What follows belongs to an exercise in optimizing a design on an open flow for small area, a short achievable clock period and few clock cycles; a production flow would make more cautious choices.
The RTL was checked by simulation tests, not by an equivalence proof against the original design.
No activity file was given, so power comes from the tool's default toggle rates.

[flow/config.mk]
export PLATFORM = sky130hd
export DESIGN_NAME = normalized_cross_correlation
export DESIGN_NICKNAME = normalized_cross_correlation
export VERILOG_FILES = /design/flow/design.v
export SDC_FILE = /design/flow/constraint.sdc
export NUM_CORES = 4
export LEC_CHECK = 0
export CAP_MARGIN = 20
export CORE_MARGIN = 2
export CORE_UTILIZATION = 45
export SLEW_MARGIN = 20
[flow/constraint.sdc]
create_clock -name core_clock -period 11.0 [get_ports {clk}]
set_input_delay 2.2000 -clock core_clock [delete_from_list [all_inputs] [get_ports {clk}]]
set_output_delay 2.2000 -clock core_clock [all_outputs]
set_load 0.01 [all_outputs]
[flow/design.v]
package ncc_pkg;
    localparam int MAX_WINDOW_PIXELS = 65536;
    localparam int COUNT_W = 17;    
    localparam int SUM_W   = 24;    
    localparam int SQ_W    = 32;    
    localparam int V_W     = 47;    
    localparam int M_W     = 46;    
    localparam int R_W     = 92;    
endpackage
import ncc_pkg::*;
module ncc_add
#(
    parameter int W       = 47,
    parameter bit LATE_CI = 1'b0
)
(
    input  logic [W-1:0] a,
    input  logic [W-1:0] b,
    input  logic         ci,
    output logic [W:0]   s
);
    localparam int L = 6;    
    logic [W:0] g [0:2*L];
    logic [W:0] p [0:2*L];
    logic [W:0] c;
    always_comb
    begin
        g[0][0] = LATE_CI ? 1'b0 : ci;
        p[0][0] = LATE_CI;
        for (int i = 0; i < W; i++)
        begin
            g[0][i+1] = a[i] & b[i];
            p[0][i+1] = a[i] ^ b[i];
        end
        for (int l = 0; l < L; l++)
        begin
            g[l+1] = g[l];
            p[l+1] = p[l];
            for (int i = 0; i <= W; i++)
                if (((i + 1) % (1 << (l + 1))) == 0)
                begin
                    g[l+1][i] = g[l][i] | (p[l][i] & g[l][i-(1<<l)]);
                    p[l+1][i] = p[l][i] & p[l][i-(1<<l)];
                end
        end
        for (int l = L - 2; l >= 0; l--)
        begin
            g[2*L-1-l] = g[2*L-2-l];
            p[2*L-1-l] = p[2*L-2-l];
            for (int i = 0; i <= W; i++)
                if ((((i + 1) % (1 << (l + 1))) == (1 << l)) && (i >= (1 << (l + 1))))
                begin
                    g[2*L-1-l][i] = g[2*L-2-l][i] | (p[2*L-2-l][i] & g[2*L-2-l][i-(1<<l)]);
                    p[2*L-1-l][i] = p[2*L-2-l][i] & p[2*L-2-l][i-(1<<l)];
                end
        end
        g[2*L] = g[2*L-1];
        p[2*L] = p[2*L-1];
        for (int i = 0; i <= W; i++)
            c[i] = LATE_CI ? (g[2*L][i] | (p[2*L][i] & ci)) : g[2*L][i];
        for (int i = 0; i < W; i++)
            s[i] = p[0][i+1] ^ c[i];
        s[W] = c[W];
    end
endmodule
import ncc_pkg::*;
module ncc_ctrl
(
    input  logic               clk,
    input  logic               rst_n,
    input  logic               load,
    output logic               full,
    input  logic [COUNT_W-1:0] n_in,
    input  logic [SUM_W-1:0]   ss_in,
    input  logic [SUM_W-1:0]   st_in,
    input  logic [SQ_W-1:0]    sss_in,
    input  logic [SQ_W-1:0]    stt_in,
    input  logic [SQ_W-1:0]    sst_in,
    output logic               result_valid,
    input  logic               result_ready,
    output logic signed [15:0] correlation,
    output logic               degenerate
);
    localparam logic [2:0] ST_IDLE = 3'd0;
    localparam logic [2:0] ST_NEG  = 3'd1;
    localparam logic [2:0] ST_S1   = 3'd2;
    localparam logic [2:0] ST_XFER = 3'd3;
    localparam logic [2:0] ST_S2   = 3'd4;
    localparam logic [2:0] ST_DIV  = 3'd5;
    localparam logic [2:0] ST_FIN  = 3'd6;
    localparam logic [2:0] ST_DONE = 3'd7;
    logic [2:0]         state;
    logic               full_reg;
    logic               valid_reg;
    logic [5:0]         j;
    logic [COUNT_W-1:0] n1;
    logic [SUM_W-1:0]   a1, b1;
    logic [SQ_W-1:0]    x1, x2, x3;
    logic               ab, bb;
    logic [V_W-1:0]     pv, pw, pc;
    logic [M_W-1:0]     ad, ae, be;
    logic [1:0]         vh;
    logic               neg, deg;
    logic [1:0]         qb;
    logic [16:0]        rem;
    logic [15:0]        root;
    logic [4:0]         k1;
    logic [SUM_W-1:0]   k1_src;
    logic [M_W-1:0]     k_src;
    logic [5:0]         k2;
    assign k1_src = SUM_W'(n1) | a1 | b1;
    always_comb
    begin
        k1 = '0;
        for (int i = 0; i < SUM_W; i++)
            if (k1_src[i])
                k1 = 5'(i);
    end
    assign k_src = pw[M_W-1:0] | (pc[M_W-1:0] ^ {M_W{pc[V_W-1]}});
    always_comb
    begin
        k2 = 6'd1;
        for (int i = 0; i < M_W - 1; i++)
            if (k_src[i])
                k2 = 6'(i + 2);
        if (k_src[M_W-1])
            k2 = 6'(M_W);
    end
    logic [4:0]         bsel;
    logic [SUM_W-1:0]   n1x;
    logic               nb_f;
    assign bsel = (state == ST_IDLE) ? k1 : j[4:0];
    assign n1x  = SUM_W'(n1);
    assign nb_f = n1x[bsel];
    logic [V_W-1:0]     x_1, y_1, x_2, y_2, x_3, y_3;
    logic               ci_1, ci_2, ci_3;
    logic [V_W:0]       sum_1, sum_2, sum_3;
    logic [93:0]        dv, dd;
    assign dv = {vh, ae, be};
    assign dd = {2'b00, ad, pw[M_W-1:0]};
    logic               s1a, s1b, s1c, s2, dvs, fin, ngs;
    logic               g1, g2;      
    logic               dsb, dad;    
    logic               xfp, xfn;    
    logic               sqs, bit_end;
    logic               rx2, ryba;
    logic               nx2, nxb, ns2, ndv, na, nybb, ndsb, ndad;
    logic [18:0]        rem_sh;
    logic [16:0]        trial;
    assign bit_end = s1b || s1c || (s1a && !ab && !bb);
    assign sqs     = (dvs && j[0]) || fin;
    assign rem_sh  = {rem, qb};
    assign trial   = {root[14:0], 2'b01};
    always_comb
    begin
        x_1  = ({V_W{rx2}} & {pv[V_W-2:0], 1'b0})
             | ({V_W{s1b}} & pv)
             | ({V_W{s2}}  & V_W'(ad))
             | ({V_W{dvs}} & dv[46:0]);
        y_1  = ({V_W{s1a}} & V_W'(x1))
             | ({V_W{ryba}} & ~(V_W'(a1)))
             | ({V_W{g1}} & V_W'(pv[M_W-1:0]))
             | ({V_W{dsb}} & ~dd[46:0])
             | ({V_W{dad}} & dd[46:0]);
        ci_1 = ryba || dsb;
        x_2  = ({V_W{!nx2}} & {pw[V_W-2:0], 1'b0})
             | ({V_W{!nxb}} & pw)
             | ({V_W{!ns2}} & V_W'(ae))
             | ({V_W{!ndv}} & dv[93:47]);
        y_2  = ({V_W{!na}} & V_W'(x2))
             | ({V_W{!nybb}} & ~(V_W'(b1)))
             | ({V_W{g2}} & V_W'(pc[M_W-1:0]))
             | ({V_W{!ndsb}} & ~dd[93:47])
             | ({V_W{!ndad}} & dd[93:47]);
        ci_2 = !nybb || (!ndv && sum_1[V_W]);
        x_3  = ({V_W{rx2}} & {pc[V_W-2:0], 1'b0})
             | ({V_W{s1b || xfp}} & pc)
             | ({V_W{xfn}} & ~pc)
             | ({V_W{sqs}} & V_W'(rem_sh))
             | ({V_W{ngs}} & V_W'(root ^ {16{neg}}));
        y_3  = ({V_W{s1a}} & V_W'(x3))
             | ({V_W{ryba}} & ~(V_W'(b1)))
             | ({V_W{sqs}} & ~(V_W'(trial)));
        ci_3 = ryba || xfn || sqs || (ngs && neg);
    end
    ncc_add #(.W(V_W), .LATE_CI(1'b0)) u_lane1 (.a(x_1), .b(y_1), .ci(ci_1), .s(sum_1));
    ncc_add #(.W(V_W), .LATE_CI(1'b1)) u_lane2 (.a(x_2), .b(y_2), .ci(ci_2), .s(sum_2));
    ncc_add #(.W(V_W), .LATE_CI(1'b0)) u_lane3 (.a(x_3), .b(y_3), .ci(ci_3), .s(sum_3));
    logic [93:0]        dsum;
    logic               q;
    assign dsum = {sum_2[V_W-1:0], sum_1[V_W-1:0]};
    assign q    = !dsum[93];
    logic [16:0]        rem_nx;
    logic [15:0]        root_nx;
    assign rem_nx  = sum_3[18] ? rem_sh[16:0] : sum_3[16:0];
    assign root_nx = {root[14:0], !sum_3[18]};
    logic [15:0]        corr_nx;
    logic               emit;
    assign corr_nx = neg ? sum_3[15:0] : (root[15] ? 16'h7FFF : root);
    assign emit = (state == ST_DONE) && result_ready;
    logic [2:0]         state_nx;
    always_comb
    begin
        state_nx = state;
        case (state)
            ST_IDLE:
                if (full_reg)
                    state_nx = ST_S1;
            ST_S1:
                if (bit_end && (j == 6'h3F))
                    state_nx = ST_XFER;
            ST_XFER:
                state_nx = ((pv == '0) || (pw == '0)) ? ST_DONE : ST_S2;
            ST_S2:
                if (j == '0)
                    state_nx = ST_DIV;
            ST_DIV:
                if (j == '0)
                    state_nx = ST_FIN;
            ST_FIN:
                state_nx = ST_NEG;
            ST_NEG:
                state_nx = ST_DONE;
            ST_DONE:
                if (emit)
                    state_nx = ST_IDLE;
            default:
                state_nx = ST_IDLE;
        endcase
    end
    always_ff @(posedge clk or negedge rst_n)
    begin
        if (!rst_n)
        begin
            state     <= ST_IDLE;
            full_reg  <= 1'b0;
            valid_reg <= 1'b0;
        end
        else
        begin
            state <= state_nx;
            if (load)
                full_reg <= 1'b1;
            if ((state == ST_S1) && (state_nx == ST_XFER))
                full_reg <= 1'b0;
            valid_reg <= (state_nx == ST_DONE);
        end
    end
    logic               s1a_n, s1b_n, s1c_n, fetch, ab_n, bb_n;
    assign fetch = ((state == ST_IDLE) && full_reg) || bit_end;
    assign s1a_n = (state_nx == ST_S1) && ((state == ST_IDLE) || bit_end) && nb_f;
    assign s1c_n = (state_nx == ST_S1) && ((state == ST_IDLE) || bit_end) && !nb_f;
    assign s1b_n = (state_nx == ST_S1) && s1a && !bit_end;
    assign ab_n  = fetch ? a1[bsel] : ab;
    assign bb_n  = fetch ? b1[bsel] : bb;
    always_ff @(posedge clk)
    begin
        s1a  <= s1a_n;
        s1c  <= s1c_n;
        s1b  <= s1b_n;
        rx2  <= s1a_n || s1c_n;
        ryba <= (s1b_n || s1c_n) && ab_n;
        nx2  <= !(s1a_n || s1c_n);
        nxb  <= !s1b_n;
        na   <= !s1a_n;
        nybb <= !((s1b_n || s1c_n) && bb_n);
        ns2  <= (state_nx != ST_S2);
        ndv  <= (state_nx != ST_DIV);
        ndsb <= !((state_nx == ST_DIV) && ((state != ST_DIV) || q));
        ndad <= !((state_nx == ST_DIV) && (state == ST_DIV) && !q);
        fin  <= (state_nx == ST_FIN);
        ngs  <= (state_nx == ST_NEG);
        s2   <= (state_nx == ST_S2);
        dvs  <= (state_nx == ST_DIV);
        g1   <= (state_nx == ST_S2) && ((state == ST_S2) ? pw[1] : pw[0]);
        g2   <= (state_nx == ST_S2) && ((state == ST_S2) ? be[1] : sum_3[0]);
        dsb  <= (state_nx == ST_DIV) && ((state != ST_DIV) || q);
        dad  <= (state_nx == ST_DIV) && (state == ST_DIV) && !q;
        xfp  <= (state_nx == ST_XFER) && !sum_3[V_W-1];
        xfn  <= (state_nx == ST_XFER) && sum_3[V_W-1];
    end
    always_ff @(posedge clk)
    begin
        if (load)
        begin
            n1 <= n_in;
            a1 <= ss_in;
            b1 <= st_in;
            x1 <= sss_in;
            x2 <= stt_in;
            x3 <= sst_in;
        end
        ab <= ab_n;
        bb <= bb_n;
        case (state)
            ST_IDLE:
            begin
                j  <= 6'(k1) - 1'b1;
                pv <= '0;
                pw <= '0;
                pc <= '0;
            end
            ST_S1:
            begin
                pv <= sum_1[V_W-1:0];
                pw <= sum_2[V_W-1:0];
                pc <= sum_3[V_W-1:0];
                if (bit_end)
                    j <= j - 1'b1;
            end
            ST_XFER:
            begin
                deg <= (pv == '0) || (pw == '0);
                neg <= pc[V_W-1];
                pc  <= sum_3[V_W-1:0];
                be  <= sum_3[M_W-1:0];
                root <= '0;
                ad  <= '0;
                ae  <= '0;
                j   <= k2 - 1'b1;
            end
            ST_S2:
            begin
                ad  <= sum_1[M_W:1];
                pw  <= {1'b0, sum_1[0], pw[M_W-1:1]};
                ae  <= sum_2[M_W:1];
                be  <= {sum_2[0], be[M_W-1:1]};
                vh  <= '0;
                qb  <= '0;
                rem  <= '0;
                root <= '0;
                if (j == '0)
                    j <= 6'd30;
                else
                    j <= j - 1'b1;
            end
            ST_DIV:
            begin
                {vh, ae, be} <= {dsum[92:0], 1'b0};
                qb  <= {qb[0], q};
                if (j[0])
                begin
                    rem  <= rem_nx;
                    root <= root_nx;
                end
                j <= j - 1'b1;
            end
            ST_FIN:
            begin
                rem  <= rem_nx;
                root <= root_nx;
            end
            ST_NEG:
                root <= corr_nx;
            default: ;
        endcase
    end
    assign full         = full_reg;
    assign result_valid = valid_reg;
    assign correlation  = $signed(root);
    assign degenerate   = deg;
endmodule
import ncc_pkg::*;
module ncc_dp
(
    input  logic               clk,
    input  logic               cnt,        
    input  logic               restart,    
    input  logic [7:0]         s,
    input  logic [7:0]         t,
    output logic [COUNT_W-1:0] n_next,
    output logic [COUNT_W-1:0] n_reg,
    output logic [SUM_W-1:0]   ss_reg,
    output logic [SUM_W-1:0]   st_reg,
    output logic [SQ_W-1:0]    sss_reg,
    output logic [SQ_W-1:0]    stt_reg,
    output logic [SQ_W-1:0]    sst_reg
);
    logic [SUM_W-1:0]   ss_next, st_next;
    logic [SQ_W-1:0]    sss_next, stt_next, sst_next;
    logic [SUM_W:0]     ss_sum, st_sum;
    assign n_next = (restart ? '0 : n_reg) + COUNT_W'(cnt);
    ncc_add #(.W(SUM_W), .LATE_CI(1'b0)) u_ss (
        .a  (restart ? '0 : ss_reg),
        .b  (SUM_W'(s)),
        .ci (1'b0),
        .s  (ss_sum)
    );
    ncc_add #(.W(SUM_W), .LATE_CI(1'b0)) u_st (
        .a  (restart ? '0 : st_reg),
        .b  (SUM_W'(t)),
        .ci (1'b0),
        .s  (st_sum)
    );
    assign ss_next = ss_sum[SUM_W-1:0];
    assign st_next = st_sum[SUM_W-1:0];
    ncc_sqacc u_sss (.a(s), .acc(restart ? '0 : sss_reg), .y(sss_next));
    ncc_sqacc u_stt (.a(t), .acc(restart ? '0 : stt_reg), .y(stt_next));
    ncc_mulacc u_sst (.a(s), .b(t), .acc(restart ? '0 : sst_reg), .y(sst_next));
    always_ff @(posedge clk)
    begin
        n_reg   <= n_next;
        ss_reg  <= ss_next;
        st_reg  <= st_next;
        sss_reg <= sss_next;
        stt_reg <= stt_next;
        sst_reg <= sst_next;
    end
endmodule
module ncc_sqacc
(
    input  logic [7:0]  a,
    input  logic [31:0] acc,
    output logic [31:0] y
);
    logic m_w1, m_w2, m_w3, m_w4, m_w5, m_w6, m_w7, m_w8, m_w9, m_w10, m_w11, m_w12, m_w13, m_w14, m_w15, m_w16, m_w17, m_w18, m_w19, m_w20, m_w21, m_w22, m_w23, m_w24, m_w25, m_w26, m_w27, m_w28, m_w29, m_w30, m_w31, m_w32, m_w33, m_w34, m_w35, m_w36, m_w37, m_w38, m_w39, m_w40, m_w41, m_w42, m_w43, m_w44, m_w45, m_w46, m_w47, m_w48, m_w49, m_w50, m_w51, m_w52, m_w53, m_w54, m_w55, m_w56;
    logic [31:0] r0, r1;
    logic [32:0]   s;
    assign m_w1 = (a[0] & a[5]) ^ (a[1] & a[4]);
    assign m_w2 = (a[0] & a[5]) & (a[1] & a[4]);
    assign m_w3 = (a[0] & a[6]) ^ (a[1] & a[5]);
    assign m_w4 = (a[0] & a[6]) & (a[1] & a[5]);
    assign m_w5 = (a[0] & a[7]) ^ (a[1] & a[6]) ^ (a[2] & a[5]);
    assign m_w6 = ((a[0] & a[7]) & (a[1] & a[6])) | ((a[0] & a[7]) & (a[2] & a[5])) | ((a[1] & a[6]) & (a[2] & a[5]));
    assign m_w7 = (a[3] & a[4]) ^ a[4];
    assign m_w8 = (a[3] & a[4]) & a[4];
    assign m_w9 = (a[1] & a[7]) ^ (a[2] & a[6]) ^ (a[3] & a[5]);
    assign m_w10 = ((a[1] & a[7]) & (a[2] & a[6])) | ((a[1] & a[7]) & (a[3] & a[5])) | ((a[2] & a[6]) & (a[3] & a[5]));
    assign m_w11 = (a[2] & a[7]) ^ (a[3] & a[6]) ^ (a[4] & a[5]);
    assign m_w12 = ((a[2] & a[7]) & (a[3] & a[6])) | ((a[2] & a[7]) & (a[4] & a[5])) | ((a[3] & a[6]) & (a[4] & a[5]));
    assign m_w13 = (a[0] & a[3]) ^ (a[1] & a[2]);
    assign m_w14 = (a[0] & a[3]) & (a[1] & a[2]);
    assign m_w15 = (a[0] & a[4]) ^ (a[1] & a[3]);
    assign m_w16 = (a[0] & a[4]) & (a[1] & a[3]);
    assign m_w17 = m_w1 ^ (a[2] & a[3]) ^ a[3];
    assign m_w18 = (m_w1 & (a[2] & a[3])) | (m_w1 & a[3]) | ((a[2] & a[3]) & a[3]);
    assign m_w19 = m_w2 ^ m_w3 ^ (a[2] & a[4]);
    assign m_w20 = (m_w2 & m_w3) | (m_w2 & (a[2] & a[4])) | (m_w3 & (a[2] & a[4]));
    assign m_w21 = m_w4 ^ m_w5 ^ m_w7;
    assign m_w22 = (m_w4 & m_w5) | (m_w4 & m_w7) | (m_w5 & m_w7);
    assign m_w23 = m_w6 ^ m_w8 ^ m_w9;
    assign m_w24 = (m_w6 & m_w8) | (m_w6 & m_w9) | (m_w8 & m_w9);
    assign m_w25 = m_w10 ^ m_w11 ^ a[5];
    assign m_w26 = (m_w10 & m_w11) | (m_w10 & a[5]) | (m_w11 & a[5]);
    assign m_w27 = m_w12 ^ (a[3] & a[7]) ^ (a[4] & a[6]);
    assign m_w28 = (m_w12 & (a[3] & a[7])) | (m_w12 & (a[4] & a[6])) | ((a[3] & a[7]) & (a[4] & a[6]));
    assign m_w29 = (a[4] & a[7]) ^ (a[5] & a[6]) ^ a[6];
    assign m_w30 = ((a[4] & a[7]) & (a[5] & a[6])) | ((a[4] & a[7]) & a[6]) | ((a[5] & a[6]) & a[6]);
    assign m_w31 = (a[0] & a[1]) ^ a[1];
    assign m_w32 = (a[0] & a[1]) & a[1];
    assign m_w33 = (a[0] & a[2]) ^ acc[3];
    assign m_w34 = (a[0] & a[2]) & acc[3];
    assign m_w35 = m_w13 ^ a[2] ^ acc[4];
    assign m_w36 = (m_w13 & a[2]) | (m_w13 & acc[4]) | (a[2] & acc[4]);
    assign m_w37 = m_w14 ^ m_w15 ^ acc[5];
    assign m_w38 = (m_w14 & m_w15) | (m_w14 & acc[5]) | (m_w15 & acc[5]);
    assign m_w39 = m_w16 ^ m_w17 ^ acc[6];
    assign m_w40 = (m_w16 & m_w17) | (m_w16 & acc[6]) | (m_w17 & acc[6]);
    assign m_w41 = m_w18 ^ m_w19 ^ acc[7];
    assign m_w42 = (m_w18 & m_w19) | (m_w18 & acc[7]) | (m_w19 & acc[7]);
    assign m_w43 = m_w20 ^ m_w21 ^ acc[8];
    assign m_w44 = (m_w20 & m_w21) | (m_w20 & acc[8]) | (m_w21 & acc[8]);
    assign m_w45 = m_w22 ^ m_w23 ^ acc[9];
    assign m_w46 = (m_w22 & m_w23) | (m_w22 & acc[9]) | (m_w23 & acc[9]);
    assign m_w47 = m_w24 ^ m_w25 ^ acc[10];
    assign m_w48 = (m_w24 & m_w25) | (m_w24 & acc[10]) | (m_w25 & acc[10]);
    assign m_w49 = m_w26 ^ m_w27 ^ acc[11];
    assign m_w50 = (m_w26 & m_w27) | (m_w26 & acc[11]) | (m_w27 & acc[11]);
    assign m_w51 = m_w28 ^ m_w29 ^ acc[12];
    assign m_w52 = (m_w28 & m_w29) | (m_w28 & acc[12]) | (m_w29 & acc[12]);
    assign m_w53 = m_w30 ^ (a[5] & a[7]) ^ acc[13];
    assign m_w54 = (m_w30 & (a[5] & a[7])) | (m_w30 & acc[13]) | ((a[5] & a[7]) & acc[13]);
    assign m_w55 = (a[6] & a[7]) ^ a[7] ^ acc[14];
    assign m_w56 = ((a[6] & a[7]) & a[7]) | ((a[6] & a[7]) & acc[14]) | (a[7] & acc[14]);
    assign r0 = {acc[31], acc[30], acc[29], acc[28], acc[27], acc[26], acc[25], acc[24], acc[23], acc[22], acc[21], acc[20], acc[19], acc[18], acc[17], acc[16], m_w56, m_w54, m_w52, m_w50, m_w48, m_w46, m_w44, m_w42, m_w40, m_w38, m_w36, m_w34, m_w32, m_w31, acc[1], a[0]};
    assign r1 = {1'b0, 1'b0, 1'b0, 1'b0, 1'b0, 1'b0, 1'b0, 1'b0, 1'b0, 1'b0, 1'b0, 1'b0, 1'b0, 1'b0, 1'b0, 1'b0, acc[15], m_w55, m_w53, m_w51, m_w49, m_w47, m_w45, m_w43, m_w41, m_w39, m_w37, m_w35, m_w33, acc[2], 1'b0, acc[0]};
    ncc_add #(.W(32), .LATE_CI(1'b0)) u_add (.a(r0), .b(r1), .ci(1'b0), .s(s));
    assign y = s[31:0];
endmodule
module ncc_mulacc
(
    input  logic [7:0]  a,
    input  logic [7:0]  b,
    input  logic [31:0] acc,
    output logic [31:0] y
);
    logic m_w1, m_w2, m_w3, m_w4, m_w5, m_w6, m_w7, m_w8, m_w9, m_w10, m_w11, m_w12, m_w13, m_w14, m_w15, m_w16, m_w17, m_w18, m_w19, m_w20, m_w21, m_w22, m_w23, m_w24, m_w25, m_w26, m_w27, m_w28, m_w29, m_w30, m_w31, m_w32, m_w33, m_w34, m_w35, m_w36, m_w37, m_w38, m_w39, m_w40, m_w41, m_w42, m_w43, m_w44, m_w45, m_w46, m_w47, m_w48, m_w49, m_w50, m_w51, m_w52, m_w53, m_w54, m_w55, m_w56, m_w57, m_w58, m_w59, m_w60, m_w61, m_w62, m_w63, m_w64, m_w65, m_w66, m_w67, m_w68, m_w69, m_w70, m_w71, m_w72, m_w73, m_w74, m_w75, m_w76, m_w77, m_w78, m_w79, m_w80, m_w81, m_w82, m_w83, m_w84, m_w85, m_w86, m_w87, m_w88, m_w89, m_w90, m_w91, m_w92, m_w93, m_w94, m_w95, m_w96, m_w97, m_w98, m_w99, m_w100, m_w101, m_w102, m_w103, m_w104, m_w105, m_w106, m_w107, m_w108, m_w109, m_w110, m_w111, m_w112;
    logic [31:0] r0, r1;
    logic [32:0]   s;
    assign m_w1 = (a[0] & b[5]) ^ (a[1] & b[4]);
    assign m_w2 = (a[0] & b[5]) & (a[1] & b[4]);
    assign m_w3 = (a[0] & b[6]) ^ (a[1] & b[5]) ^ (a[2] & b[4]);
    assign m_w4 = ((a[0] & b[6]) & (a[1] & b[5])) | ((a[0] & b[6]) & (a[2] & b[4])) | ((a[1] & b[5]) & (a[2] & b[4]));
    assign m_w5 = (a[3] & b[3]) ^ (a[4] & b[2]);
    assign m_w6 = (a[3] & b[3]) & (a[4] & b[2]);
    assign m_w7 = (a[0] & b[7]) ^ (a[1] & b[6]) ^ (a[2] & b[5]);
    assign m_w8 = ((a[0] & b[7]) & (a[1] & b[6])) | ((a[0] & b[7]) & (a[2] & b[5])) | ((a[1] & b[6]) & (a[2] & b[5]));
    assign m_w9 = (a[3] & b[4]) ^ (a[4] & b[3]) ^ (a[5] & b[2]);
    assign m_w10 = ((a[3] & b[4]) & (a[4] & b[3])) | ((a[3] & b[4]) & (a[5] & b[2])) | ((a[4] & b[3]) & (a[5] & b[2]));
    assign m_w11 = (a[6] & b[1]) ^ (a[7] & b[0]);
    assign m_w12 = (a[6] & b[1]) & (a[7] & b[0]);
    assign m_w13 = (a[1] & b[7]) ^ (a[2] & b[6]) ^ (a[3] & b[5]);
    assign m_w14 = ((a[1] & b[7]) & (a[2] & b[6])) | ((a[1] & b[7]) & (a[3] & b[5])) | ((a[2] & b[6]) & (a[3] & b[5]));
    assign m_w15 = (a[4] & b[4]) ^ (a[5] & b[3]) ^ (a[6] & b[2]);
    assign m_w16 = ((a[4] & b[4]) & (a[5] & b[3])) | ((a[4] & b[4]) & (a[6] & b[2])) | ((a[5] & b[3]) & (a[6] & b[2]));
    assign m_w17 = (a[7] & b[1]) ^ acc[8];
    assign m_w18 = (a[7] & b[1]) & acc[8];
    assign m_w19 = (a[2] & b[7]) ^ (a[3] & b[6]) ^ (a[4] & b[5]);
    assign m_w20 = ((a[2] & b[7]) & (a[3] & b[6])) | ((a[2] & b[7]) & (a[4] & b[5])) | ((a[3] & b[6]) & (a[4] & b[5]));
    assign m_w21 = (a[5] & b[4]) ^ (a[6] & b[3]) ^ (a[7] & b[2]);
    assign m_w22 = ((a[5] & b[4]) & (a[6] & b[3])) | ((a[5] & b[4]) & (a[7] & b[2])) | ((a[6] & b[3]) & (a[7] & b[2]));
    assign m_w23 = (a[3] & b[7]) ^ (a[4] & b[6]) ^ (a[5] & b[5]);
    assign m_w24 = ((a[3] & b[7]) & (a[4] & b[6])) | ((a[3] & b[7]) & (a[5] & b[5])) | ((a[4] & b[6]) & (a[5] & b[5]));
    assign m_w25 = (a[0] & b[3]) ^ (a[1] & b[2]);
    assign m_w26 = (a[0] & b[3]) & (a[1] & b[2]);
    assign m_w27 = (a[0] & b[4]) ^ (a[1] & b[3]) ^ (a[2] & b[2]);
    assign m_w28 = ((a[0] & b[4]) & (a[1] & b[3])) | ((a[0] & b[4]) & (a[2] & b[2])) | ((a[1] & b[3]) & (a[2] & b[2]));
    assign m_w29 = (a[3] & b[1]) ^ (a[4] & b[0]);
    assign m_w30 = (a[3] & b[1]) & (a[4] & b[0]);
    assign m_w31 = m_w1 ^ (a[2] & b[3]) ^ (a[3] & b[2]);
    assign m_w32 = (m_w1 & (a[2] & b[3])) | (m_w1 & (a[3] & b[2])) | ((a[2] & b[3]) & (a[3] & b[2]));
    assign m_w33 = (a[4] & b[1]) ^ (a[5] & b[0]) ^ acc[5];
    assign m_w34 = ((a[4] & b[1]) & (a[5] & b[0])) | ((a[4] & b[1]) & acc[5]) | ((a[5] & b[0]) & acc[5]);
    assign m_w35 = m_w2 ^ m_w3 ^ m_w5;
    assign m_w36 = (m_w2 & m_w3) | (m_w2 & m_w5) | (m_w3 & m_w5);
    assign m_w37 = (a[5] & b[1]) ^ (a[6] & b[0]) ^ acc[6];
    assign m_w38 = ((a[5] & b[1]) & (a[6] & b[0])) | ((a[5] & b[1]) & acc[6]) | ((a[6] & b[0]) & acc[6]);
    assign m_w39 = m_w4 ^ m_w6 ^ m_w7;
    assign m_w40 = (m_w4 & m_w6) | (m_w4 & m_w7) | (m_w6 & m_w7);
    assign m_w41 = m_w9 ^ m_w11 ^ acc[7];
    assign m_w42 = (m_w9 & m_w11) | (m_w9 & acc[7]) | (m_w11 & acc[7]);
    assign m_w43 = m_w8 ^ m_w10 ^ m_w12;
    assign m_w44 = (m_w8 & m_w10) | (m_w8 & m_w12) | (m_w10 & m_w12);
    assign m_w45 = m_w13 ^ m_w15 ^ m_w17;
    assign m_w46 = (m_w13 & m_w15) | (m_w13 & m_w17) | (m_w15 & m_w17);
    assign m_w47 = m_w14 ^ m_w16 ^ m_w18;
    assign m_w48 = (m_w14 & m_w16) | (m_w14 & m_w18) | (m_w16 & m_w18);
    assign m_w49 = m_w19 ^ m_w21 ^ acc[9];
    assign m_w50 = (m_w19 & m_w21) | (m_w19 & acc[9]) | (m_w21 & acc[9]);
    assign m_w51 = m_w20 ^ m_w22 ^ m_w23;
    assign m_w52 = (m_w20 & m_w22) | (m_w20 & m_w23) | (m_w22 & m_w23);
    assign m_w53 = (a[6] & b[4]) ^ (a[7] & b[3]) ^ acc[10];
    assign m_w54 = ((a[6] & b[4]) & (a[7] & b[3])) | ((a[6] & b[4]) & acc[10]) | ((a[7] & b[3]) & acc[10]);
    assign m_w55 = m_w24 ^ (a[4] & b[7]) ^ (a[5] & b[6]);
    assign m_w56 = (m_w24 & (a[4] & b[7])) | (m_w24 & (a[5] & b[6])) | ((a[4] & b[7]) & (a[5] & b[6]));
    assign m_w57 = (a[6] & b[5]) ^ (a[7] & b[4]) ^ acc[11];
    assign m_w58 = ((a[6] & b[5]) & (a[7] & b[4])) | ((a[6] & b[5]) & acc[11]) | ((a[7] & b[4]) & acc[11]);
    assign m_w59 = (a[5] & b[7]) ^ (a[6] & b[6]) ^ (a[7] & b[5]);
    assign m_w60 = ((a[5] & b[7]) & (a[6] & b[6])) | ((a[5] & b[7]) & (a[7] & b[5])) | ((a[6] & b[6]) & (a[7] & b[5]));
    assign m_w61 = (a[0] & b[2]) ^ (a[1] & b[1]);
    assign m_w62 = (a[0] & b[2]) & (a[1] & b[1]);
    assign m_w63 = m_w25 ^ (a[2] & b[1]) ^ (a[3] & b[0]);
    assign m_w64 = (m_w25 & (a[2] & b[1])) | (m_w25 & (a[3] & b[0])) | ((a[2] & b[1]) & (a[3] & b[0]));
    assign m_w65 = m_w26 ^ m_w27 ^ m_w29;
    assign m_w66 = (m_w26 & m_w27) | (m_w26 & m_w29) | (m_w27 & m_w29);
    assign m_w67 = m_w28 ^ m_w30 ^ m_w31;
    assign m_w68 = (m_w28 & m_w30) | (m_w28 & m_w31) | (m_w30 & m_w31);
    assign m_w69 = m_w32 ^ m_w34 ^ m_w35;
    assign m_w70 = (m_w32 & m_w34) | (m_w32 & m_w35) | (m_w34 & m_w35);
    assign m_w71 = m_w36 ^ m_w38 ^ m_w39;
    assign m_w72 = (m_w36 & m_w38) | (m_w36 & m_w39) | (m_w38 & m_w39);
    assign m_w73 = m_w40 ^ m_w42 ^ m_w43;
    assign m_w74 = (m_w40 & m_w42) | (m_w40 & m_w43) | (m_w42 & m_w43);
    assign m_w75 = m_w44 ^ m_w46 ^ m_w47;
    assign m_w76 = (m_w44 & m_w46) | (m_w44 & m_w47) | (m_w46 & m_w47);
    assign m_w77 = m_w48 ^ m_w50 ^ m_w51;
    assign m_w78 = (m_w48 & m_w50) | (m_w48 & m_w51) | (m_w50 & m_w51);
    assign m_w79 = m_w52 ^ m_w54 ^ m_w55;
    assign m_w80 = (m_w52 & m_w54) | (m_w52 & m_w55) | (m_w54 & m_w55);
    assign m_w81 = m_w56 ^ m_w58 ^ m_w59;
    assign m_w82 = (m_w56 & m_w58) | (m_w56 & m_w59) | (m_w58 & m_w59);
    assign m_w83 = m_w60 ^ (a[6] & b[7]) ^ (a[7] & b[6]);
    assign m_w84 = (m_w60 & (a[6] & b[7])) | (m_w60 & (a[7] & b[6])) | ((a[6] & b[7]) & (a[7] & b[6]));
    assign m_w85 = (a[0] & b[1]) ^ (a[1] & b[0]);
    assign m_w86 = (a[0] & b[1]) & (a[1] & b[0]);
    assign m_w87 = m_w61 ^ (a[2] & b[0]) ^ acc[2];
    assign m_w88 = (m_w61 & (a[2] & b[0])) | (m_w61 & acc[2]) | ((a[2] & b[0]) & acc[2]);
    assign m_w89 = m_w62 ^ m_w63 ^ acc[3];
    assign m_w90 = (m_w62 & m_w63) | (m_w62 & acc[3]) | (m_w63 & acc[3]);
    assign m_w91 = m_w64 ^ m_w65 ^ acc[4];
    assign m_w92 = (m_w64 & m_w65) | (m_w64 & acc[4]) | (m_w65 & acc[4]);
    assign m_w93 = m_w66 ^ m_w67 ^ m_w33;
    assign m_w94 = (m_w66 & m_w67) | (m_w66 & m_w33) | (m_w67 & m_w33);
    assign m_w95 = m_w68 ^ m_w69 ^ m_w37;
    assign m_w96 = (m_w68 & m_w69) | (m_w68 & m_w37) | (m_w69 & m_w37);
    assign m_w97 = m_w70 ^ m_w71 ^ m_w41;
    assign m_w98 = (m_w70 & m_w71) | (m_w70 & m_w41) | (m_w71 & m_w41);
    assign m_w99 = m_w72 ^ m_w73 ^ m_w45;
    assign m_w100 = (m_w72 & m_w73) | (m_w72 & m_w45) | (m_w73 & m_w45);
    assign m_w101 = m_w74 ^ m_w75 ^ m_w49;
    assign m_w102 = (m_w74 & m_w75) | (m_w74 & m_w49) | (m_w75 & m_w49);
    assign m_w103 = m_w76 ^ m_w77 ^ m_w53;
    assign m_w104 = (m_w76 & m_w77) | (m_w76 & m_w53) | (m_w77 & m_w53);
    assign m_w105 = m_w78 ^ m_w79 ^ m_w57;
    assign m_w106 = (m_w78 & m_w79) | (m_w78 & m_w57) | (m_w79 & m_w57);
    assign m_w107 = m_w80 ^ m_w81 ^ acc[12];
    assign m_w108 = (m_w80 & m_w81) | (m_w80 & acc[12]) | (m_w81 & acc[12]);
    assign m_w109 = m_w82 ^ m_w83 ^ acc[13];
    assign m_w110 = (m_w82 & m_w83) | (m_w82 & acc[13]) | (m_w83 & acc[13]);
    assign m_w111 = m_w84 ^ (a[7] & b[7]) ^ acc[14];
    assign m_w112 = (m_w84 & (a[7] & b[7])) | (m_w84 & acc[14]) | ((a[7] & b[7]) & acc[14]);
    assign r0 = {acc[31], acc[30], acc[29], acc[28], acc[27], acc[26], acc[25], acc[24], acc[23], acc[22], acc[21], acc[20], acc[19], acc[18], acc[17], acc[16], m_w112, m_w110, m_w108, m_w106, m_w104, m_w102, m_w100, m_w98, m_w96, m_w94, m_w92, m_w90, m_w88, m_w86, m_w85, (a[0] & b[0])};
    assign r1 = {1'b0, 1'b0, 1'b0, 1'b0, 1'b0, 1'b0, 1'b0, 1'b0, 1'b0, 1'b0, 1'b0, 1'b0, 1'b0, 1'b0, 1'b0, 1'b0, acc[15], m_w111, m_w109, m_w107, m_w105, m_w103, m_w101, m_w99, m_w97, m_w95, m_w93, m_w91, m_w89, m_w87, acc[1], acc[0]};
    ncc_add #(.W(32), .LATE_CI(1'b0)) u_add (.a(r0), .b(r1), .ci(1'b0), .s(s));
    assign y = s[31:0];
endmodule
import ncc_pkg::*;
module normalized_cross_correlation
(
    input  logic               clk,
    input  logic               rst_n,
    input  logic               pixel_valid,
    output logic               pixel_ready,
    input  logic [7:0]         scene_pixel,
    input  logic [7:0]         templ_pixel,
    input  logic               last_pixel,
    output logic               result_valid,
    input  logic               result_ready,
    output logic signed [15:0] correlation,
    output logic               degenerate
);
    logic               in_v, in_c, in_last;
    logic [7:0]         in_s, in_t;
    logic               cl, zero, full;
    logic               accept, close, load, restart, use_nx;
    logic [COUNT_W-1:0] n_nx, n_q;
    logic [SUM_W-1:0]   ss_q, st_q;
    logic [SQ_W-1:0]    sss_q, stt_q, sst_q;
    assign close       = in_v && in_last;
    assign load        = cl && !full;
    assign restart     = load || zero;
    assign pixel_ready = !((close && full) || (close && cl) || (cl && full));
    assign accept      = pixel_valid && pixel_ready;
    assign use_nx      = close || restart
                      || !(n_q[COUNT_W-1] || (&n_q[COUNT_W-2:0] && in_c));
    always_ff @(posedge clk or negedge rst_n)
    begin
        if (!rst_n)
        begin
            in_v <= 1'b0;
            in_c <= 1'b0;
            in_s <= 8'd0;
            in_t <= 8'd0;
            cl   <= 1'b0;
            zero <= 1'b1;
        end
        else
        begin
            in_v <= accept;
            in_c <= accept && use_nx;
            in_s <= (accept && use_nx) ? scene_pixel : 8'd0;
            in_t <= (accept && use_nx) ? templ_pixel : 8'd0;
            cl   <= close || (cl && full);
            zero <= 1'b0;
        end
    end
    always_ff @(posedge clk)
    begin
        in_last <= last_pixel;
    end
    ncc_dp u_dp (
        .clk      (clk),
        .cnt      (in_c),
        .restart  (restart),
        .s        (in_s),
        .t        (in_t),
        .n_next   (n_nx),
        .n_reg    (n_q),
        .ss_reg   (ss_q),
        .st_reg   (st_q),
        .sss_reg  (sss_q),
        .stt_reg  (stt_q),
        .sst_reg  (sst_q)
    );
    ncc_ctrl u_post (
        .clk          (clk),
        .rst_n        (rst_n),
        .load         (load),
        .full         (full),
        .n_in         (n_q),
        .ss_in        (ss_q),
        .st_in        (st_q),
        .sss_in       (sss_q),
        .stt_in       (stt_q),
        .sst_in       (sst_q),
        .result_valid (result_valid),
        .result_ready (result_ready),
        .correlation  (correlation),
        .degenerate   (degenerate)
    );
endmodule
[flow/flow/run.sh]
#!/bin/bash
set -euo pipefail
bash standard.sh SETUP_SLACK_MARGIN=6 finish > standard.log 2>&1
[flow/standard.sh]
#!/bin/bash
# synth_recipe.tcl (not shown) runs the flow's synth.tcl, then flattens the netlist and writes it again
# the make line also repeats each setting of config.mk as NAME=value (left out here)
make -C /OpenROAD-flow-scripts/flow DESIGN_CONFIG=/design/flow/config.mk WORK_HOME=/design/flow/orfs CLKGATE_MAP_FILE= SYNTH_SCRIPT=/design/flow/synth_recipe.tcl "${@:-finish}"
==> results.txt, run 1 <==
TritonCTS Buffers 81; Most used DFF post-synth edfxtp_1; DRC 0; NetSw 6.15 mW; final instance area 52,000 um^2; vias in the first global route roughly 36,000; port bufs 39; Seq pwr share a little over a third; FF-to-FF Start u_post.j[0]; total of max-cap violations 0; synthesized cell area 45,700 um^2; number of synthesized flops with an enable pin 485; Core Area about 100,000 um^2; P_int 7.54 mW; Peak VDD IR around 170 uV; Area contributors post-synth edfxtp_1, dfxtp_1, ha_1, fa_1, nand2_1; Yosys Warn Count 15; CTS Buffer Depth 3; gr ovfl total 0; pin count of the biggest net entering global routing 117; number of cells on the worst reg-to-reg path 21; hpwl dp approximately 110,000 um; first-pass GRT wire length 231,000 um; DR WL/cell around 25 um; Cell Rows 116; Worst Hold Class flip-flop to flip-flop; Die Wd approximately 320 um; total track usage 29.7%; Pleak between 20 and 25 nW; share of synthesized registers carrying an async set or reset 3.59%; area delta synth->final 13.8%; H-Tree Depth 3; drt pass-1 iters 7; RSZ-0062 raised after global routing true; average size of a mapped cell 9.63 um^2; gpl congestion 0.957; Power Density roughly 260 nW/um^2; combinational power share 45.1%; slowest stage delay, CP 460 ps; clock sinks between 600 and 700; nets@finish slightly above 5,000; clock period minus worst slack 4980 ps; DIE AREA between 100,000 and 150,000 um^2; CP cell instances a21o_1, buf_6, a22oi_1, nand2_1, ha_1, a21o_1, a21oi_1, nand2_1, o2111ai_4, a21oi_4, nor4b_4, buf_4, o31ai_4, nor3_2, o31ai_2, a21boi_2, o21ai_1, fa_1, xor2_1, xnor2_1, nor2_1; register bit total from synthesis 697; Crit. Startpoint u_post.j[0]; routed vias/inst ~6; Post-DP Area ~47,000 um^2; distinct cell type count after synthesis 97; Post-Syn Instances 4,740; Cells after DPL 5,907; CTS root buf clkbuf_16; Final ANT Viol Nets 0; die height 323 um; cell family with most CP delay compound AO/OA/AOI/OAI gates; CTS Hold Buffers Added 0; switch share between 40 and 50%; Antenna diodes 0; Worst-Skew Late Latency ~680 ps; Reg2Reg Setup Slack 6020 ps; Synth top area share a little under a third; Clock transition at path regs 60 ps; upper clock frequency limit 201 MHz; CTS tree done; share of cells above drive strength 1 ~11%; Clock power frac around a fifth; DRT iter0 DRCs 4,302; WP data arrival 5390 ps; Critical Path Sink Type flip-flop; syn nets 5,186; r2r endpoint u_post.pc[46]; CP Launch Type flip-flop; Final Power 13.7 mW; Initial Util 45.5%; slowest CP cell edfxtp_1; CP bufs+invs 2; Final Hold Viols 0; end of the critical path u_post.pc[46]; Min Hold Slack approximately 400 ps; Final Instance Count excl. Fillers 6,153; Final Skew between 20 and 30 ps; Setup TNS 0 ps; leading area contributor after synthesis edfxtp_1; Boundary Pins 40; worst rel slew slack 22.3%; status complete, no violations; Setup CP Type flip-flop to flip-flop; fin. max-slew vios 0; CP Depth 21; Largest regs u_post.pc: 47 flops, u_post.pv: 47 flops, u_post.pw: 47 flops; Vias 37,500; Critical Path RT 11,410 ps; final WL 157,000 um; crit share post-route a little under half; CP Max Fanout 21; antenna violations before repair 4; register area share after synthesis 41.5%; worst slew pin tran roughly 1200 ps; Final Setup Violations 0
## worst register-to-register path, stage by stage, from the launching register on
cell and delay [ps]:
edfxtp_1 460, a21o_1 270, buf_6 200, a22oi_1 270
nand2_1 90, ha_1 370, a21o_1 210, a21oi_1 200
nand2_1 150, o2111ai_4 370, a21oi_4 130, nor4b_4 260
buf_4 180, o31ai_4 80, nor3_2 190, o31ai_2 110
a21boi_2 160, o21ai_1 100, fa_1 410, xor2_1 180
xnor2_1 250, nor2_1 70
## cell families (layout without fill, tap and decap cells)
logic type / count (synthesis) / after routing / synth area share (%)
compound gates: 1103 / 1103 / 16.6
xor+xnor: 210 / 210 / 4.04
fa+ha+maj: 425 / 425 / 14.3
buf+inv: 608 / 662 / 5.04
flops: 697 / 697 / 41.5
mux: 77 / 77 / 1.93
other cells: 1 / 1 / 0.00821
simple gates: 1619 / 1621 / 16.6
## how the worst min path moves through the flow
stage,startpoint,depth (start not counted),slack [ps],endpoint
after detailed placement,u_dp.stt_reg[17],0,410,u_post.x2[17]
after floorplan,u_dp.ss_reg[0],0,400,u_post.a1[0]
after global placement,u_dp.sss_reg[3],0,410,u_post.x1[3]
after CTS,u_dp.st_reg[13],0,410,u_post.b1[13]
after global routing,u_dp.st_reg[13],0,430,u_post.b1[13]
final,u_dp.st_reg[13],0,410,u_post.b1[13]
## power by group through the flow
| stage | Sequential, mW | Combinational, mW | Clock [mW] |
|---|---|---|---|
| after floorplan | 4.17 | 4.15 | 0 |
| after global placement | 4.77 | 5.67 | 0 |
| after detailed placement | 4.78 | 5.72 | 0 |
| after CTS | 4.72 | 5.90 | 2.77 |
| after global routing | 4.81 | 6.68 | 2.87 |
| final | 4.78 | 6.18 | 2.74 |
## layer usage
metal  part of all wire [%]  up-vias  track usage [%]  wire length, um
met2                     45     1761             47.4            71200
li1                       -    16900                -                -
met3                    8.6      374             5.29            13500
met4                    4.7        2             12.5             7400
met1                     41    18400             39.8            64600
met5                 0.0070        -                0               11
## cells in the final DEF, fill, tap and decap left out, drive strengths merged, types with 63 or more instances in the layout
cell	netlist	final
a21o	63	63
a21oi	219	219
a22oi	150	150
and2	195	195
buf	62	151
clkbuf	227	109
dfxtp	187	187
edfxtp	485	485
fa	163	163
ha	262	262
inv	316	317
mux2i	63	63
nand2	566	566
nand2b	78	78
nand3	75	75
nor2	401	403
nor3	78	78
o21ai	211	211
xnor2	82	82
xor2	128	128
## layout make-up
cell class	count	area, um^2
sequential	697	19000
inverter	319	1220
timing repair buffer	192	1880
clock buffer	107	2240
fill	9052	48300
tap	1357	1700
clock inverter	44	432
multi-input combinational	3437	25500
## what timing repair did
item	in CTS	in global routing
setup endpoints to repair	273	129
endpoints found under the hold margin	0	0
pin swaps	15	54
cloned	4	2
gates resized for setup	104	135
buffers inserted	41	48
## synthesized netlist by cell type, types with 8 or more instances
cell / n
nand4_1: 38
a211o_1: 22
nor2b_1: 34
o31ai_1: 8
a221oi_1: 46
or3_1: 41
a31oi_1: 21
buf_2: 10
dfxtp_1: 187
nor2_1: 401
and2_1: 194
a31o_2: 8
dfrtp_1: 24
nand2b_1: 78
o2111ai_1: 22
clkbuf_1: 226
nand3_1: 75
o21ai_0: 197
o21bai_1: 28
o21a_1: 34
nor3_1: 77
fa_1: 163
ha_1: 262
a21oi_1: 217
xnor2_1: 81
o211ai_1: 45
o221ai_1: 60
buf_1: 51
a22o_1: 29
edfxtp_1: 485
o22ai_1: 29
nand2_1: 566
a22oi_1: 150
mux4_2: 8
and3_1: 37
a21o_1: 63
a21boi_0: 9
xor2_1: 128
nor4_1: 33
and4_1: 11
o21ai_1: 13
a211oi_1: 33
inv_1: 315
or2_2: 8
mux2i_1: 62
## per-stage QoR
stage	utilization [%]	setup WS, ps
after CTS	50.8	5920
after global routing	51.8	5870
after floorplan	-	3580
after global placement	47.3	4150
after detailed placement	47.3	4140
final	51.8	6020
Testbench counts, summed over its fixed seeds: cycles 45,507.
==> run 2, diff against run 1 <==
==> flow/run.sh (new file) <==
#!/bin/bash
# synth_recipe.tcl (not shown) runs the flow's synth.tcl, then flattens the netlist and writes it again
# the make line also repeats each setting of config.mk as NAME=value (left out here)
make -C /OpenROAD-flow-scripts/flow DESIGN_CONFIG=/design/flow/config.mk WORK_HOME=/design/flow/orfs CLKGATE_MAP_FILE= SYNTH_SCRIPT=/design/flow/synth_recipe.tcl finish
--- a/flow/config.mk
+++ b/flow/config.mk
@@ -9,3 +9,4 @@
 export CORE_MARGIN = 2
-export CORE_UTILIZATION = 45
+export CORE_UTILIZATION = 55
+export SETUP_SLACK_MARGIN = 5
 export SLEW_MARGIN = 20
removed: flow/flow/run.sh
removed: flow/standard.sh
==> run 2 against run 1 <==
Compared with the run above:
- die area is 18% lower
- area after synthesis stayed put
- still clean on timing, DRC and antenna
- critical path type unchanged
- sequential power hardly changed
==> results.txt, run 2 <==
status complete, no violations; clock period minus worst slack 5800 ps (+823 ps); most frequent cell after synthesis nand2_1; Final Skew 55.3 ps (+29.1 ps); nets@finish 5,088 (-1.7%); clock sinks 697 (unchanged); average size of a mapped cell 9.63 um^2 (unchanged); crit share post-route 52.8% (+7.5 points); P_int 7.41 mW (-1.7%); gpl congestion 0.965 (+0.92%); Power Density 270 nW/um^2 (+2.5%); TritonCTS Buffers 80 (-1.2%); vias in the first global route 36,100 (+1.2%); combinational power share 43.6% (-1.5 points); CTS root buf clkbuf_16; fin. max-slew vios 0 (unchanged); register area share after synthesis 41.5% (unchanged); leading area contributor after synthesis edfxtp_1; Initial Util 55.6% (+10 points); Cell Rows 105 (-9.5%); Final ANT Viol Nets 0 (unchanged); routed vias/inst 6.41 (+5.3%); drt pass-1 iters 9 (+2); slowest CP cell buf_4; DRC 0 (unchanged); CP Max Fanout 49 (+130%); fin worst setup slack 5200 ps (-823 ps); H-Tree Depth 3 (unchanged); Final Hold Viols 0 (unchanged); Vias 37,100 (-1.0%); port bufs 39 (unchanged); area delta synth->final 9.43%; syn nets 5,186 (unchanged); share of cells above drive strength 1 7.28% (-4.0 points); worst rel slew slack 21.7% (-0.63 points); number of synthesized flops with an enable pin 485 (unchanged); most frequent cells in the layout nand2_1, edfxtp_1, nor2_1, inv_1, ha_1; CTS Buffer Depth 3 (unchanged); Critical Path Sink Type flip-flop; Die Wd 292 um (-9.4%); CP Launch Type flip-flop; DIE AREA 85,400 um^2 (-18%); Setup CP Type flip-flop to flip-flop; total track usage 36.3% (+6.6 points); Peak VDD IR 218 uV (+26%); worst slew pin tran 1150 ps (-15.9 ps); Synth top area share 31.9% (unchanged); switch share 45.0% (+0.12 points); RSZ-0062 raised after global routing true; Setup TNS 0 ps (unchanged); CTS tree done; CTS Hold Buffers Added 0 (unchanged); Clock power frac 20.8% (+0.8 points); antenna violations before repair 3 (-1); Most used DFF post-synth edfxtp_1; Boundary Pins 40 (unchanged); distinct cell type count after synthesis 97 (unchanged); register bit total from synthesis 697 (unchanged); top cells by count, synth nand2_1, edfxtp_1, nor2_1, inv_1, ha_1; share of synthesized registers carrying an async set or reset 3.59% (unchanged); Worst-Skew Late Latency 680 ps (about the same); Worst Hold Class flip-flop to flip-flop; Largest regs u_post.pc: 47 flops, u_post.pv: 47 flops, u_post.pw: 47 flops; DR WL/cell 26.9 um (+5.5%); Core Area 82,100 um^2 (-18%); slowest stage delay, CP 620 ps (+160 ps); synthesized cell area 45,700 um^2 (unchanged); gr ovfl total 0 (unchanged); Area contributors post-synth edfxtp_1, dfxtp_1, ha_1, fa_1, nand2_1; CP cell instances buf_4, nor2_1, a221oi_1, o211ai_1, ha_1, a21oi_1, nor2b_1, nor4b_1, o31ai_1, o21a_1, a31o_2, a32oi_4, a2bb2oi_2, a41oi_2, xnor2_2, o22ai_1; hpwl dp 111,000 um (+1.4%); final WL 155,000 um (-0.87%); Yosys Warn Count 15 (unchanged); upper clock frequency limit 172 MHz (-14%); Post-Syn Instances 4,740 (unchanged); pre-CTS WS 4550 ps (+406 ps); NetSw 6.07 mW (-1.2%); Seq pwr share 35.6% (+0.7 points); pin count of the biggest net entering global routing 139 (+19%); Final Setup Violations 0 (unchanged); Clock transition at path regs 60 ps (about the same); most common cell after layout, fill and taps aside nand2_1; first-pass GRT wire length 232,000 um (+0.67%); DRT iter0 DRCs 4,003 (-7.0%); Pleak 20.4 nW (-3.1%); die height 292 um (-9.4%); Critical Path RT 11,400 ps (about the same); WP data arrival 6200 ps (+810 ps); total of max-cap violations 0 (unchanged)
## run 2: cell counts after synthesis
Identical to the previous run, type by type.
## run 2: metal layers
metal	track usage [%]	part of all wire, %
met4	15.5	5.0
met3	6.52	9.0
met2	58.7	46
met5	0	0.0071
met1	48.1	40
## run 2: final cells by class
cell class                      instances  area, um^2
Tap cell                             1070        1340
Sequential cell                       697       19000
Multi-Input combinational cell       3437       24800
Clock buffer                          105        2220
Clock inverter                         45         556
Timing Repair Buffer                  106         912
Fill cell                            6951       32100
Antenna cell                            3        7.51
Inverter                              319        1200
Timing Repair inverter                  1        5.00
## run 2: power groups by stage
| stage | registers [mW] | logic (mW) | clock network [mW] |
|---|---|---|---|
| after detailed placement | 4.79 | 5.72 | 0 |
| after global routing | 4.84 | 6.39 | 2.92 |
| after global placement | 4.79 | 5.68 | 0 |
| after floorplan | 4.17 | 4.15 | 0 |
| final | 4.80 | 5.88 | 2.80 |
| after CTS | 4.74 | 5.76 | 2.83 |
## run 2: worst max-delay path, delay by kind of cell (launching register included)
kind,cells,cell delay (ps)
DFF,1,310
buffers and inverters,1,620
and+or+nand+nor,3,760
xor gates and xnor gates,1,450
AOI/OAI and AO/OA,10,2910
adders and majority gates,1,450
## run 2: stage by stage
step / std cells / cell area [um^2] / total power, mW / util, % / hold WS [ps]
floorplan: 4740 / 45900 / 8.32 / - / 400
global route: 5780 / 50000 / 14.1 / 60.9 / 424
global placement: 5619 / 47000 / 10.5 / 57.3 / 404
CTS: 5776 / 49900 / 13.3 / 60.8 / 408
finish: 5783 / 50000 / 13.5 / 60.9 / 422
detailed placement: 5619 / 47000 / 10.5 / 57.3 / 408
## run 2: cells by family (layout without fill, tap and decap cells)
kind of cell / Yosys count / count (layout) / synth area share, %
and+or+nand+nor: 1619 / 1621 / 16.6
AOI/OAI and AO/OA: 1103 / 1103 / 16.6
DFF: 697 / 697 / 41.5
buffers and inverters: 608 / 576 / 5.04
adders and majority gates: 425 / 425 / 14.3
xor gates and xnor gates: 210 / 210 / 4.04
muxes: 77 / 77 / 1.93
other: 1 / 4 / 0.00821
## run 2: timing repair
item / in CTS / in global routing
setup endpoints to repair: 22 / 25
buffers inserted: 5 / 2
gates cloned: 2 / 1
gates resized for setup: 5 / 16
pin swaps: 1 / 0
## run 2: path summary, 6_finish.rpt
kind / start / to / slack, ps / cells after the start
worst max-delay path: u_post.nybb / u_post.ae[45] / 5200 / 16
max in group asynchronous: rst_n / u_post.state[0] / 8880 / 1
worst min register to register: u_dp.ss_reg[5] / u_post.a1[5] / 420 / 0
worst max register to register: u_post.nybb / u_post.ae[45] / 5200 / 16
worst min-delay path: u_dp.ss_reg[5] / u_post.a1[5] / 420 / 0
min in group asynchronous: rst_n / in_c / 1570 / 1

-- what the ideal ports hide --
How much do the figures lean on ideal ports? The routed layouts below were timed once more, with nothing changed but the port constraints.
Step 1 (the two cells are an assumption about what drives the block):
set clk [get_ports {clk}]
set_driving_cell -lib_cell sky130_fd_sc_hd__clkbuf_16 $clk
set_driving_cell -lib_cell sky130_fd_sc_hd__buf_2 [delete_from_list [all_inputs] $clk]
Step 2 times the ports against the registers' clock, not the clock port: input delays grow and output delays shrink by t, the midpoint of the rising clock arrivals with the driver on.
a / b / c = ideal ports / drivers / drivers and shift; a / b = the first two.
run	t, ns	setup WS [ns]	hold WS [ns]	worst setup path after step 2	worst register clock-pin slew, ns
run 1	0.736	6.018 / 6.018 / 6.018	0.407 / 0.407 / 0.407	register to register	0.07 / 0.07
run 2	0.718	5.196 / 5.196 / 5.196	0.422 / 0.422 / 0.422	register to register	0.07 / 0.07
After both steps every run listed still meets setup and hold.
